From an optimization exercise on the open Yosys and OpenROAD flow, aimed at small area, a short achievable clock period and few clock cycles per item; shortcuts taken in it are not production practice.
At most, simulation tests tie the RTL to the original design; equivalence was not proved.
Power and IR drop assume default switching activity.

==> flow/design.v <==
module dmem_wait (
    input  logic        clk,
    input  logic        reset,
    input  logic        req,
    input  logic        we,
    input  logic [1:0]  size,
    input  logic        signed_ld,
    input  logic [31:0] addr,
    input  logic [31:0] wdata,
    output logic [31:0] rdata,
    output logic        ready,
    output logic        err,
    output logic [31:0] io_out
);
    logic [63:0][31:0] r_mem;
    logic [31:0]       r_io_out;
    logic [31:0]       r_cyc;
    logic [31:0]       r_rdata;
    logic              r_ready;
    logic              r_err;
    logic        w_io, w_err, w_err_m, w_byte, w_half, w_word, w_ld, w_st;
    logic [1:0]  a;
    logic [3:0]  w_lane;
    logic [31:0] w_wrep;
    logic [31:0] w_cyc_next;
    always_comb begin
        a      = addr[1:0];
        w_io   = &addr[31:16];
        w_byte = (size == 2'd0);
        w_half = (size == 2'd1);
        w_word = (size == 2'd2);
        w_err_m = (size == 2'd3) | (w_half & a[0]) | (w_word & (a != 2'd0));
        w_err  = w_err_m | (w_io & ~w_word);
        w_ld   = ~we & ~w_err_m;
        w_st   = req & we & ~w_err;
        w_lane[0] = w_word | (w_half & ~a[1]) | (w_byte & (a == 2'd0));
        w_lane[1] = w_word | (w_half & ~a[1]) | (w_byte & (a == 2'd1));
        w_lane[2] = w_word | (w_half &  a[1]) | (w_byte & (a == 2'd2));
        w_lane[3] = w_word | (w_half &  a[1]) | (w_byte & (a == 2'd3));
        w_wrep[7:0]   = wdata[7:0];
        w_wrep[15:8]  = w_byte ? wdata[7:0] : wdata[15:8];
        w_wrep[23:16] = w_word ? wdata[23:16] : wdata[7:0];
        w_wrep[31:24] = w_word ? wdata[31:24] : (w_half ? wdata[15:8] : wdata[7:0]);
        w_cyc_next = r_cyc + 32'd1;
    end
    logic [3:0]       w_lane_we;
    logic [63:0][3:0] w_we;
    assign w_lane_we = {4{req & we & ~w_err_m & ~w_io}} & w_lane;
    dmem_wait_wdec u_wdec (.a(addr[7:2]), .lane(w_lane_we), .y(w_we));
    always_ff @(posedge clk) begin
        for (int i = 0; i < 64; i++) begin
            for (int k = 0; k < 4; k++) begin
                if (w_we[i][k]) begin
                    r_mem[i][8*k +: 8] <= w_wrep[8*k +: 8];
                end
            end
        end
    end
    logic [3:0][7:0]  w_lo, w_hi;
    logic [7:0][31:0] w_grp;      
    logic [31:0]      w_rd;
    for (genvar c = 0; c < 4; c++) begin : g_pdec
        dmem_wait_pdec u_plo (.a(addr[4:2]), .y(w_lo[c]));
        dmem_wait_pdec_m u_phi (.a(addr[7:5]), .ahi(addr[31:16]), .y(w_hi[c]));
    end
    for (genvar h = 0; h < 8; h++) begin : g_grp
        for (genvar j = 0; j < 32; j++) begin : g_b
            dmem_wait_ao8 u_g (.sel(w_lo[j/8]),
                               .d({r_mem[8*h+7][j], r_mem[8*h+6][j], r_mem[8*h+5][j], r_mem[8*h+4][j],
                                   r_mem[8*h+3][j], r_mem[8*h+2][j], r_mem[8*h+1][j], r_mem[8*h][j]}),
                               .y(w_grp[h][j]));
        end
    end
    for (genvar j = 0; j < 32; j++) begin : g_rd
        dmem_wait_ao8 u_w (.sel(w_hi[j/8]),
                           .d({w_grp[7][j], w_grp[6][j], w_grp[5][j], w_grp[4][j],
                               w_grp[3][j], w_grp[2][j], w_grp[1][j], w_grp[0][j]}),
                           .y(w_rd[j]));
    end
    logic        w_mld, w_io_o, w_io_c;
    logic [3:0]  w_b, w_sb;
    logic [1:0]  w_h, w_sh;
    logic        w_w;
    logic [31:0] w_load;
    always_comb begin
        w_mld  = w_ld;
        w_io_o = ~we & w_word & w_io & (addr[15:0] == 16'h0000);
        w_io_c = ~we & w_word & w_io & (addr[15:0] == 16'h0004);
        w_b[0] = w_mld & (w_word | (w_half & ~a[1]) | (w_byte & (a == 2'd0)));
        w_b[1] = w_mld & w_byte & (a == 2'd1);
        w_b[2] = w_mld & ((w_half & a[1]) | (w_byte & (a == 2'd2)));
        w_b[3] = w_mld & w_byte & (a == 2'd3);
        w_h[0] = w_mld & (w_word | (w_half & ~a[1]));
        w_h[1] = w_mld & w_half & a[1];
        w_w    = w_mld & w_word;
        for (int k = 0; k < 4; k++) w_sb[k] = w_mld & signed_ld & w_byte & (a == 2'(k));
        w_sh[0] = w_mld & signed_ld & w_half & ~a[1];
        w_sh[1] = w_mld & signed_ld & w_half & a[1];
    end
    logic [7:0] w_sbg, w_shg;
    for (genvar h = 0; h < 8; h++) begin : g_sg
        dmem_wait_ao4 u_sb (.a0(w_sb[0]), .b0(w_grp[h][7]),  .a1(w_sb[1]), .b1(w_grp[h][15]),
                            .a2(w_sb[2]), .b2(w_grp[h][23]), .a3(w_sb[3]), .b3(w_grp[h][31]),
                            .y(w_sbg[h]));
        dmem_wait_ao22 u_sh (.a0(w_sh[0]), .b0(w_grp[h][15]), .a1(w_sh[1]), .b1(w_grp[h][31]),
                             .y(w_shg[h]));
    end
    logic [2:0] w_sb_n;
    logic [1:0] w_sh_n;
    for (genvar c = 0; c < 3; c++) begin : g_sbn
        dmem_wait_ao8n u_s (.sel(w_hi[c+1]), .d(w_sbg), .y_n(w_sb_n[c]));
    end
    for (genvar c = 0; c < 2; c++) begin : g_shn
        dmem_wait_ao8n u_s (.sel(w_hi[c+2]), .d(w_shg), .y_n(w_sh_n[c]));
    end
    for (genvar i = 0; i < 8; i++) begin : g_l0
        logic p0, p1, p2;
        dmem_wait_aoi22 u_p0 (.a0(w_b[0]), .b0(w_rd[i]),    .a1(w_b[1]), .b1(w_rd[8+i]),  .y(p0));
        dmem_wait_aoi22 u_p1 (.a0(w_b[2]), .b0(w_rd[16+i]), .a1(w_b[3]), .b1(w_rd[24+i]), .y(p1));
        dmem_wait_aoi22 u_p2 (.a0(w_io_o), .b0(r_io_out[i]), .a1(w_io_c), .b1(w_cyc_next[i]), .y(p2));
        dmem_wait_nand3 u_y (.a(p0), .b(p1), .c(p2), .y(w_load[i]));
    end
    for (genvar i = 8; i < 16; i++) begin : g_l1
        logic p0, p1;
        dmem_wait_aoi22 u_p0 (.a0(w_h[0]), .b0(w_rd[i]), .a1(w_h[1]), .b1(w_rd[16+i]), .y(p0));
        dmem_wait_aoi22 u_p1 (.a0(w_io_o), .b0(r_io_out[i]), .a1(w_io_c), .b1(w_cyc_next[i]), .y(p1));
        dmem_wait_nand3 u_y (.a(p0), .b(p1), .c(w_sb_n[0]), .y(w_load[i]));
    end
    for (genvar i = 16; i < 32; i++) begin : g_l2
        logic p0, p1;
        dmem_wait_aoi22 u_p0 (.a0(w_w), .b0(w_rd[i]), .a1(w_io_o), .b1(r_io_out[i]), .y(p0));
        dmem_wait_nand2 u_p1 (.a(w_io_c), .b(w_cyc_next[i]), .y(p1));
        dmem_wait_nand4 u_y (.a(p0), .b(p1), .c(w_sb_n[i/8-1]), .d(w_sh_n[i/8-2]), .y(w_load[i]));
    end
    always_ff @(posedge clk) begin
        r_rdata <= w_load;
        r_err   <= w_err;
    end
    always_ff @(posedge clk) begin
        if (reset) r_ready <= 1'b0;
        else       r_ready <= req;
    end
    always_ff @(posedge clk) begin
        if (reset) begin
            r_io_out <= '0;
        end else if (w_st & w_io & (addr[15:0] == 16'h0000)) begin
            r_io_out <= wdata;
        end
    end
    always_ff @(posedge clk) begin
        if (reset) r_cyc <= '0;
        else       r_cyc <= w_cyc_next;
    end
    assign rdata  = r_rdata;
    assign ready  = r_ready;
    assign err    = r_err;
    assign io_out = r_io_out;
endmodule
module dmem_wait_pdec (
    input  logic [2:0] a,
    output logic [7:0] y
);
    always_comb begin
        for (int l = 0; l < 8; l++) y[l] = (a == 3'(l));
    end
endmodule
module dmem_wait_pdec_m (
    input  logic [2:0]  a,
    input  logic [15:0] ahi,
    output logic [7:0]  y
);
    always_comb begin
        for (int l = 0; l < 8; l++) y[l] = ~&ahi & (a == 3'(l));
    end
endmodule
module dmem_wait_wdec (
    input  logic [5:0]        a,
    input  logic [3:0]        lane,
    output logic [63:0][3:0]  y
);
    logic [7:0][3:0] hl_n;   
    logic [7:0]      lo_n;   
    always_comb begin
        for (int h = 0; h < 8; h++) begin
            for (int k = 0; k < 4; k++) hl_n[h][k] = ~((a[5:3] == 3'(h)) & lane[k]);
        end
        for (int l = 0; l < 8; l++) lo_n[l] = ~(a[2:0] == 3'(l));
    end
    for (genvar i = 0; i < 64; i++) begin : g_w
        for (genvar k = 0; k < 4; k++) begin : g_k
            dmem_wait_nor2 u_n (.a(hl_n[i/8][k]), .b(lo_n[i%8]), .y(y[i][k]));
        end
    end
endmodule
module dmem_wait_ao8 (
    input  logic [7:0] sel,
    input  logic [7:0] d,
    output logic       y
);
    logic [3:0] t;
    always_comb begin
        for (int g = 0; g < 4; g++) t[g] = ~((sel[2*g] & d[2*g]) | (sel[2*g+1] & d[2*g+1]));
        y = ~&t;
    end
endmodule
module dmem_wait_ao8n (
    input  logic [7:0] sel,
    input  logic [7:0] d,
    output logic       y_n
);
    logic [3:0] t;
    always_comb begin
        for (int g = 0; g < 4; g++) t[g] = ~((sel[2*g] & d[2*g]) | (sel[2*g+1] & d[2*g+1]));
        y_n = &t;
    end
endmodule
module dmem_wait_ao4 (
    input  logic a0, b0, a1, b1, a2, b2, a3, b3,
    output logic y
);
    logic t0, t1;
    always_comb begin
        t0 = ~((a0 & b0) | (a1 & b1));
        t1 = ~((a2 & b2) | (a3 & b3));
        y  = ~(t0 & t1);
    end
endmodule
module dmem_wait_ao22 (
    input  logic a0, b0, a1, b1,
    output logic y
);
    assign y = (a0 & b0) | (a1 & b1);
endmodule
module dmem_wait_nand2 (
    input  logic a, b,
    output logic y
);
    assign y = ~(a & b);
endmodule
module dmem_wait_nand4 (
    input  logic a, b, c, d,
    output logic y
);
    assign y = ~(a & b & c & d);
endmodule
module dmem_wait_nor2 (
    input  logic a, b,
    output logic y
);
    assign y = ~(a | b);
endmodule
module dmem_wait_aoi22 (
    input  logic a0, b0, a1, b1,
    output logic y
);
    assign y = ~((a0 & b0) | (a1 & b1));
endmodule
module dmem_wait_nand3 (
    input  logic a, b, c,
    output logic y
);
    assign y = ~(a & b & c);
endmodule
clock: 5.0 ns
lec_check: 0
cap_margin: 20
core_margin: 2
core_utilization: 50
cts_cluster_diameter: 100
cts_cluster_size: 22
setup_slack_margin: 2.7
slew_margin: 20
synth_hierarchical: 1
synth_minimum_keep_size: 0
tns_end_percent: 10
standard.sh (not shown) runs the stock make flow with config.mk's settings and CLKGATE_MAP_FILE= SYNTH_SCRIPT=/design/flow/synth_recipe.tcl, a recipe that flattens the netlist after the stock synthesis.
==> flow/flow/run.sh <==
#!/bin/bash
# Own flow: the standard layout (standard.sh, with the standard flow's synthesis and the
# settings of config.mk), except that the input and output ports are buffered
# with buf_4 cells instead of the cell buffer_ports picks by default.
set -euo pipefail
export BUFFER_PORTS_ARGS="-buffer_cell sky130_fd_sc_hd__buf_4"
bash standard.sh finish > make_finish.log 2>&1
Testbench counts at the start, summed over its fixed seeds: cycles 24,000, items 12,000.
Edit:
--- a/flow/design.v
+++ b/flow/design.v
@@ -40,21 +40,27 @@
         w_wrep[7:0]   = wdata[7:0];
         w_wrep[15:8]  = w_byte ? wdata[7:0] : wdata[15:8];
         w_wrep[23:16] = w_word ? wdata[23:16] : wdata[7:0];
         w_wrep[31:24] = w_word ? wdata[31:24] : (w_half ? wdata[15:8] : wdata[7:0]);
         w_cyc_next = r_cyc + 32'd1;
     end
-    logic [3:0]       w_lane_we;
+    logic [3:0]       r_st_lane;    
+    logic [5:0]       r_st_idx;
+    logic [31:0]      r_st_data;    
     logic [63:0][3:0] w_we;
-    assign w_lane_we = {4{req & we & ~w_err_m & ~w_io}} & w_lane;
-    dmem_wait_wdec u_wdec (.a(addr[7:2]), .lane(w_lane_we), .y(w_we));
+    always_ff @(posedge clk) begin
+        r_st_lane <= {4{req & we & ~w_err_m & ~w_io}} & w_lane;
+        r_st_idx  <= addr[7:2];
+        r_st_data <= w_wrep;
+    end
+    dmem_wait_wdec u_wdec (.a(r_st_idx), .lane(r_st_lane), .y(w_we));
     always_ff @(posedge clk) begin
         for (int i = 0; i < 64; i++) begin
             for (int k = 0; k < 4; k++) begin
                 if (w_we[i][k]) begin
-                    r_mem[i][8*k +: 8] <= w_wrep[8*k +: 8];
+                    r_mem[i][8*k +: 8] <= r_st_data[8*k +: 8];
                 end
             end
         end
     end
     logic [3:0][7:0]  w_lo, w_hi;
     logic [7:0][31:0] w_grp;      
Result: The changed run passed the timing, design-rule and antenna checks; global-route usage came out higher by 0.11 points; sequential power increases by about 3%; total power is higher by 1.3%; wire length stays flat; critical path depth came out higher by 4; via count goes down by 0.53%; flip-flop and latch count climbs by 42; clock skew is higher by 0.012 ns; clock power is higher by about 0.6%; synthesized cell count went up by 1.8%; non-clock buffer count came out lower by 194.
The RTL of the second run of this note was laid out without a check of its function.

---

## lane 1
RTL: the design.v shown in full above, as it stands there.
clock: 5.0 ns
lec_check: 0
cap_margin: 20
core_margin: 2
core_utilization: 65
cts_cluster_diameter: 100
cts_cluster_size: 22
setup_slack_margin: 2.7
slew_margin: 20
synth_hierarchical: 1
synth_minimum_keep_size: 0
tns_end_percent: 10
Scripts as last shown in full above: flow/flow/run.sh
Lane 1 reached the end of the flow, and the finished layout is clean on the timing, design-rule and antenna checks.
Testbench counts of lane 1, summed over its fixed seeds: cycles 24,000, items 12,000.
Modified inputs, lane 2 compared to lane 1
--- a/flow/design.v
+++ b/flow/design.v
@@ -15,9 +15,10 @@
     logic [63:0][31:0] r_mem;
     logic [31:0]       r_io_out;
+    logic [31:0]       r_io_rd_n;   
     logic [31:0]       r_cyc;
     logic [31:0]       r_rdata;
     logic              r_ready;
     logic              r_err;
-    logic        w_io, w_err, w_err_m, w_byte, w_half, w_word, w_ld, w_st;
+    logic        w_io, w_err, w_byte, w_half, w_word, w_ld, w_st;
     logic [1:0]  a;
     logic [3:0]  w_lane;
@@ -30,7 +31,6 @@
         w_half = (size == 2'd1);
         w_word = (size == 2'd2);
-        w_err_m = (size == 2'd3) | (w_half & a[0]) | (w_word & (a != 2'd0));
-        w_err  = w_err_m | (w_io & ~w_word);
-        w_ld   = ~we & ~w_err_m;
+        w_err  = (size == 2'd3) | (w_half & a[0]) | (w_word & (a != 2'd0)) | (w_io & ~w_word);
+        w_ld   = ~we & ~w_err;
         w_st   = req & we & ~w_err;
         w_lane[0] = w_word | (w_half & ~a[1]) | (w_byte & (a == 2'd0));
@@ -46,5 +46,5 @@
     logic [3:0]       w_lane_we;
     logic [63:0][3:0] w_we;
-    assign w_lane_we = {4{req & we & ~w_err_m & ~w_io}} & w_lane;
+    assign w_lane_we = {4{w_st & ~w_io}} & w_lane;
     dmem_wait_wdec u_wdec (.a(addr[7:2]), .lane(w_lane_we), .y(w_we));
     always_ff @(posedge clk) begin
@@ -62,5 +62,5 @@
     for (genvar c = 0; c < 4; c++) begin : g_pdec
         dmem_wait_pdec u_plo (.a(addr[4:2]), .y(w_lo[c]));
-        dmem_wait_pdec_m u_phi (.a(addr[7:5]), .ahi(addr[31:16]), .y(w_hi[c]));
+        dmem_wait_pdec u_phi (.a(addr[7:5]), .y(w_hi[c]));
     end
     for (genvar h = 0; h < 8; h++) begin : g_grp
@@ -84,7 +84,7 @@
     logic [31:0] w_load;
     always_comb begin
-        w_mld  = w_ld;
-        w_io_o = ~we & w_word & w_io & (addr[15:0] == 16'h0000);
-        w_io_c = ~we & w_word & w_io & (addr[15:0] == 16'h0004);
+        w_mld  = w_ld & ~w_io;
+        w_io_o = w_ld & w_io & (addr[15:0] == 16'h0000);
+        w_io_c = w_ld & w_io & (addr[15:0] == 16'h0004);
         w_b[0] = w_mld & (w_word | (w_half & ~a[1]) | (w_byte & (a == 2'd0)));
         w_b[1] = w_mld & w_byte & (a == 2'd1);
@@ -118,5 +118,5 @@
         dmem_wait_aoi22 u_p0 (.a0(w_b[0]), .b0(w_rd[i]),    .a1(w_b[1]), .b1(w_rd[8+i]),  .y(p0));
         dmem_wait_aoi22 u_p1 (.a0(w_b[2]), .b0(w_rd[16+i]), .a1(w_b[3]), .b1(w_rd[24+i]), .y(p1));
-        dmem_wait_aoi22 u_p2 (.a0(w_io_o), .b0(r_io_out[i]), .a1(w_io_c), .b1(w_cyc_next[i]), .y(p2));
+        dmem_wait_aoi22 u_p2 (.a0(w_io_o), .b0(~r_io_rd_n[i]), .a1(w_io_c), .b1(w_cyc_next[i]), .y(p2));
         dmem_wait_nand3 u_y (.a(p0), .b(p1), .c(p2), .y(w_load[i]));
     end
@@ -124,12 +124,12 @@
         logic p0, p1;
         dmem_wait_aoi22 u_p0 (.a0(w_h[0]), .b0(w_rd[i]), .a1(w_h[1]), .b1(w_rd[16+i]), .y(p0));
-        dmem_wait_aoi22 u_p1 (.a0(w_io_o), .b0(r_io_out[i]), .a1(w_io_c), .b1(w_cyc_next[i]), .y(p1));
+        dmem_wait_aoi22 u_p1 (.a0(w_io_o), .b0(~r_io_rd_n[i]), .a1(w_io_c), .b1(w_cyc_next[i]), .y(p1));
         dmem_wait_nand3 u_y (.a(p0), .b(p1), .c(w_sb_n[0]), .y(w_load[i]));
     end
     for (genvar i = 16; i < 32; i++) begin : g_l2
-        logic p0, p1;
-        dmem_wait_aoi22 u_p0 (.a0(w_w), .b0(w_rd[i]), .a1(w_io_o), .b1(r_io_out[i]), .y(p0));
-        dmem_wait_nand2 u_p1 (.a(w_io_c), .b(w_cyc_next[i]), .y(p1));
-        dmem_wait_nand4 u_y (.a(p0), .b(p1), .c(w_sb_n[i/8-1]), .d(w_sh_n[i/8-2]), .y(w_load[i]));
+        logic p0;
+        dmem_wait_aoi222 u_p0 (.a0(w_w), .b0(w_rd[i]), .a1(w_io_o), .b1(~r_io_rd_n[i]),
+                               .a2(w_io_c), .b2(w_cyc_next[i]), .y(p0));
+        dmem_wait_nand3 u_y (.a(p0), .b(w_sb_n[i/8-1]), .c(w_sh_n[i/8-2]), .y(w_load[i]));
     end
     always_ff @(posedge clk) begin
@@ -144,6 +144,8 @@
         if (reset) begin
             r_io_out <= '0;
+            r_io_rd_n <= '1;
         end else if (w_st & w_io & (addr[15:0] == 16'h0000)) begin
             r_io_out <= wdata;
+            r_io_rd_n <= ~wdata;
         end
     end
@@ -165,13 +167,4 @@
     end
 endmodule
-module dmem_wait_pdec_m (
-    input  logic [2:0]  a,
-    input  logic [15:0] ahi,
-    output logic [7:0]  y
-);
-    always_comb begin
-        for (int l = 0; l < 8; l++) y[l] = ~&ahi & (a == 3'(l));
-    end
-endmodule
 module dmem_wait_wdec (
     input  logic [5:0]        a,
@@ -232,4 +225,10 @@
     assign y = (a0 & b0) | (a1 & b1);
 endmodule
+module dmem_wait_aoi222 (
+    input  logic a0, b0, a1, b1, a2, b2,
+    output logic y
+);
+    assign y = ~((a0 & b0) | (a1 & b1) | (a2 & b2));
+endmodule
 module dmem_wait_nand2 (
     input  logic a, b,
### Flow results
Lane 2: number of storage elements in the synthesis netlist 1.5% above lane 1. In the reports for lane 1 and lane 2, the larger via count belongs to lane 2. Delta (lane 2 minus lane 1): fraction of area in multi-input gates went down by 0.27 points; cell count saw an increase; layout overhead on the synthesized area moved down. Looking at lane 1 and lane 2, the placed instance area is a wash.
The RTL of lane 2 was laid out without a check of its function.

[port drivers added, routing unchanged]
In the flow no input, the clock included, has a driving cell. The finished layouts below were timed again as built, in two steps. Step 1 assumes that a clkbuf_16 drives the clock port and a buf_2 every other input. Step 2, shift: input delay + t, output delay - t, t = (earliest + latest rising clock arrival at the registers) / 2. This alone moves slack from input paths to output paths. a / b / c = ideal / step 1 / step 2; a / b = the first two.
| run | t (ns) | setup WS [ns] | worst hold slack (ns) | slew at the worst register clock pin (ns) | pins driven straight from the clock port |
|---|---|---|---|---|---|
| the first run of note 1 | 0.841 | 2.327 / 2.039 / 1.198 | 0.480 / 0.427 / 0.494 | 0.10 / 0.10 | 1 |
| the second run of note 1 | 0.838 | 2.229 / 2.034 / 1.196 | 0.444 / 0.387 / 0.491 | 0.10 / 0.10 | 1 |
| lane 1 | 0.820 | 2.261 / 1.903 / 1.083 | 0.494 / 0.485 / 0.494 | 0.10 / 0.10 | 1 |
| lane 2 | 0.834 | 2.188 / 1.791 / 0.957 | 0.485 / 0.464 / 0.485 | 0.10 / 0.10 | 1 |
After both steps every run listed still meets setup and hold. The setup slack of lane 2, which loses most, moves by -0.397 ns with the drivers and by -1.231 ns with both steps.
